This design comes from an exercise in tuning for small area, a short achievable clock period and few clock cycles per item on the open sky130 flow, not from production work. In this exercise RTL edits were held to simulation tests only and were not proved equivalent to the original. Power figures rest on the tool's default switching activity, not on a simulated workload.

Setup of build 81:
Design serial_stick_command_decoder_top, start of the top module:
module serial_stick_command_decoder_top (
  input  logic        clk,
  input  logic        rst,
  input  logic        cmd_valid,
  output logic        cmd_ready,
  input  logic        cmd_mode,
  input  logic [7:0]  cmd_rx_byte,
  input  logic [11:0] cmd_rc_pitch,
  input  logic [11:0] cmd_rc_roll,
  output logic        stick_valid,
  input  logic        stick_ready,
  output logic        stick_armed,
  output logic [14:0] stick_throttle,
  output logic [14:0] stick_pitch,
  output logic [14:0] stick_roll,
  output logic        stick_clear_store,
  output logic [3:0]  stick_directions,
  input  logic        psel,
  input  logic        penable,
  input  logic        pwrite,
  input  logic [3:0]  paddr,
  input  logic [31:0] pwdata,
  output logic [31:0] prdata,
  output logic        pready
);
For scale: ~1300 cells after synthesis, about 200 flip-flops, about 160 I/O pins, about 13000 µm² of cells after synthesis.
export LEC_CHECK = 0
export CAP_MARGIN = 20
export CORE_MARGIN = 2
export CORE_UTILIZATION = 55
export SETUP_SLACK_MARGIN = 3.5
export SLEW_MARGIN = 20
create_clock -name core_clock -period 7.0 [get_ports {clk}]
standard.sh (not shown) runs the stock make flow with config.mk's settings and CLKGATE_MAP_FILE= SYNTH_SCRIPT=/design/flow/synth_recipe.tcl, a recipe that flattens the netlist after the stock synthesis.
==> flow/flow/run.sh <==
#!/bin/bash
# The standard layout, with every port buffered by the smallest plain
# buffer (the timing repair resizes the ones on critical paths) instead of
# the delay buffer buffer_ports picks by default.
set -euo pipefail
export BUFFER_PORTS_ARGS="-buffer_cell sky130_fd_sc_hd__buf_1"
bash standard.sh finish > standard_flow.log 2>&1
Testbench counts of build 81, summed over its fixed seeds: cycles 12,042, items 12,026.
### build 81 -> build 93
-- flow/config.mk --
<<< build 81, line 11
export SETUP_SLACK_MARGIN = 3.5
>>> build 93, line 11
export SETUP_SLACK_MARGIN = 3.1
[summary]
- The final reports for build 93 and build 81 show clock share of power lower in the former.
- Diff build 81 -> build 93 | placed cell area | down slightly
- Reported for build 93 and build 81, number of cells produced by synthesis turned out identical to the last digit.
- In the reports for build 93 and build 81, the larger power per standard cell area belongs to build 93.
What build 23 does differently from build 93 at the input level:
-- flow/config.mk --
<<< build 93, line 10
export CORE_UTILIZATION = 55
export SETUP_SLACK_MARGIN = 3.1
>>> build 23, line 10
export CORE_UTILIZATION = 65
export SETUP_SLACK_MARGIN = 3.35
<<< build 93, line 13
>>> build 23, line 13
export TNS_END_PERCENT = 5
Results
Build 23: met2 capacity usage during global routing 5.1 points above build 93. Build 23 vs build 93: count of clock-buffer cells in the layout down. Number of cell rows: build 23 vs build 93 down 4. Build 93 ended up with met5 as its highest metal layer used by the detailed router; build 23 ended up with met4. Slowest cell on the critical path: buf_2 -> build 23, o21ai_0 -> build 93. Build 23 vs. build 93: maximum clock insertion buffer count shows no meaningful change; non-filler instance count after layout has decreased; relative contribution of combinational cells to total power picked up an extra 1.2 points; maximum clock frequency climbed about 2%; clock edge transition at the registers on the reported setup and hold paths now sits at about the same level.


run 1:
Starting RTL as in the previous note.
==> flow/design.v (excerpt) <==
module serial_stick_command_decoder_top (
  input  logic        clk,
  input  logic        rst,
  input  logic        cmd_valid,
  output logic        cmd_ready,
  input  logic        cmd_mode,
  input  logic [7:0]  cmd_rx_byte,
  input  logic [11:0] cmd_rc_pitch,
  input  logic [11:0] cmd_rc_roll,
  output logic        stick_valid,
  input  logic        stick_ready,
  output logic        stick_armed,
  output logic [14:0] stick_throttle,
  output logic [14:0] stick_pitch,
  output logic [14:0] stick_roll,
  output logic        stick_clear_store,
  output logic [3:0]  stick_directions,
  input  logic        psel,
  input  logic        penable,
  input  logic        pwrite,
  input  logic [3:0]  paddr,
  input  logic [31:0] pwdata,
  output logic [31:0] prdata,
  output logic        pready
);
clock: 7.0 ns
lec_check: 0
cap_margin: 20
core_margin: 2
core_utilization: 55
setup_slack_margin: 3.6
slew_margin: 20
Scripts as last shown in full above: flow/flow/run.sh
Run 1 went all the way through synthesis, placement and routing and the layout is clean on timing, DRC and antenna.
Testbench counts of run 1, summed over its fixed seeds: cycles 12,042, items 12,026.
Relative to run 1, the following input files were edited for run 2:
-- flow/config.mk --
<<< run 1, line 11
export SETUP_SLACK_MARGIN = 3.6
>>> run 2, line 11
export SETUP_SLACK_MARGIN = 3.35
Per the comparison of run 2 with run 1, met1 wire length increased by 270 um relative to the old numbers, worst setup slack for register-to-register paths decreased by 0.08 ns relative to the old numbers, routed length per placed instance closely matched the old numbers, sequential share of layout area increased by 1.2 points relative to the old numbers.
For run 1, the cell at the slowest stage of the critical path was clkbuf_16, unlike run 2, where it was buf_2.


serial_stick_command_decoder_top, a different RTL version from the one above (not shown whole).
Size: roughly 1300 cells after synthesis, ~13000 µm² of cells after synthesis.
export LEC_CHECK = 0
export CAP_MARGIN = 20
export CORE_MARGIN = 2
export CORE_UTILIZATION = 55
export SETUP_SLACK_MARGIN = 3.4
export SLEW_MARGIN = 20
create_clock -name core_clock -period 7.0 [get_ports {clk}]
Scripts as last shown in full above: flow/flow/run.sh
Testbench counts at the start, summed over its fixed seeds: cycles 12,042, items 12,026.
Next try:
Settings changed: CORE_UTILIZATION 55 to 65, CTS_BUF_LIST set to sky130_fd_sc_hd__clkbuf_8, SETUP_SLACK_MARGIN 3.4 to 3.1.
After rerunning: Die area shrinks by 15%; register-to-register slack gets worse by 0.07 ns; combinational power goes down by about 8%.
Next try:
==> flow/run.sh (new file) <==
#!/bin/bash
# synth_recipe.tcl (not shown) runs the flow's synth.tcl, then flattens the netlist and writes it again
# the make line also repeats each setting of config.mk as NAME=value (left out here)
make -C /OpenROAD-flow-scripts/flow DESIGN_CONFIG=/design/flow/config.mk WORK_HOME=/design/flow/orfs CLKGATE_MAP_FILE= SYNTH_SCRIPT=/design/flow/synth_recipe.tcl finish
Settings changed: CORE_UTILIZATION 65 to 40, CTS_BUF_LIST sky130_fd_sc_hd__clkbuf_8 to not set, SETUP_SLACK_MARGIN 3.1 to 3.6.
removed: flow/flow/run.sh
removed: flow/standard.sh
Result:
- total power rose by 16%
- via count is higher by 0.80%
- cell count grows by 13%
- final area went up by 14%
- clock power increases by 41%
- sequential share of layout area went down by 5.0 points
- count of clock-buffer cells in the layout is unchanged
- area after synthesis stays the same
- worst setup slack is better by 0.14 ns
- wire length climbs by 13%
- die area grows by 61%
Next try:
==> flow/flow/run.sh (new file) <==
#!/bin/bash
# The standard layout, with every port buffered by the smallest plain
# buffer (the timing repair resizes the ones on critical paths) instead of
# the delay buffer buffer_ports picks by default.
set -euo pipefail
export BUFFER_PORTS_ARGS="-buffer_cell sky130_fd_sc_hd__buf_1"
bash standard.sh finish > standard_flow.log 2>&1
==> flow/standard.sh (new file) <==
#!/bin/bash
# synth_recipe.tcl (not shown) runs the flow's synth.tcl, then flattens the netlist and writes it again
# the make line also repeats each setting of config.mk as NAME=value (left out here)
make -C /OpenROAD-flow-scripts/flow DESIGN_CONFIG=/design/flow/config.mk WORK_HOME=/design/flow/orfs CLKGATE_MAP_FILE= SYNTH_SCRIPT=/design/flow/synth_recipe.tcl "${@:-finish}"
Settings changed: CORE_UTILIZATION 40 to 55, SETUP_SLACK_MARGIN 3.6 to 3.1, TNS_END_PERCENT set to 5.
removed: flow/run.sh
Final area falls by 12%.
Worst hold slack is worse by 0.0098 ns.
Area after synthesis is unchanged.
Critical path depth is unchanged.
Core utilization rises by 11 points.
Power falls by 7.3%.

## static timing again, ports no longer ideal
The flow's constraints put no driver on any port. The routed layouts listed below were extracted and timed again, unchanged, in two steps. Step 1 (the two cells are an assumption about what drives the block):
set clk [get_ports {clk}]
set_driving_cell -lib_cell sky130_fd_sc_hd__clkbuf_16 $clk
set_driving_cell -lib_cell sky130_fd_sc_hd__buf_2 [delete_from_list [all_inputs] $clk]
Step 2 also shifts input and output timing later by t, the mid clock arrival at the registers, as if the neighbouring blocks saw the same clock. Three values: ideal, step 1, step 2; two values: the first two.
run	shift t [ns]	slack for setup (ns)	worst setup path at the end	clock arrival spread, ns	pins driven straight from the clock port
build 81	0.492	3.365 / 3.332 / 3.303	input to register	0.016 / 0.016	1
build 93	0.497	3.209 / 3.187 / 3.154	input to register	0.018 / 0.019	1
build 23	0.476	3.284 / 3.261 / 3.261	input to output	0.015 / 0.015	1
run 1	0.494	3.393 / 3.307 / 3.307	input to output	0.017 / 0.017	1
run 2	0.492	3.320 / 3.282 / 3.141	input to register	0.015 / 0.015	1
the first run of note 3	0.486	3.201 / 3.201 / 3.201	register to register	0.015 / 0.016	1
the second run of note 3	0.520	3.129 / 3.129 / 3.129	register to register	0.017 / 0.017	1
the third run of note 3	0.495	3.270 / 3.270 / 3.270	register to register	0.013 / 0.013	1
the fourth run of note 3	0.484	3.092 / 3.092 / 3.092	register to register	0.014 / 0.014	1
After both steps every run listed still meets setup and hold. The setup slack of run 2, which loses most, moves by -0.038 ns with the drivers and by -0.179 ns with both steps.
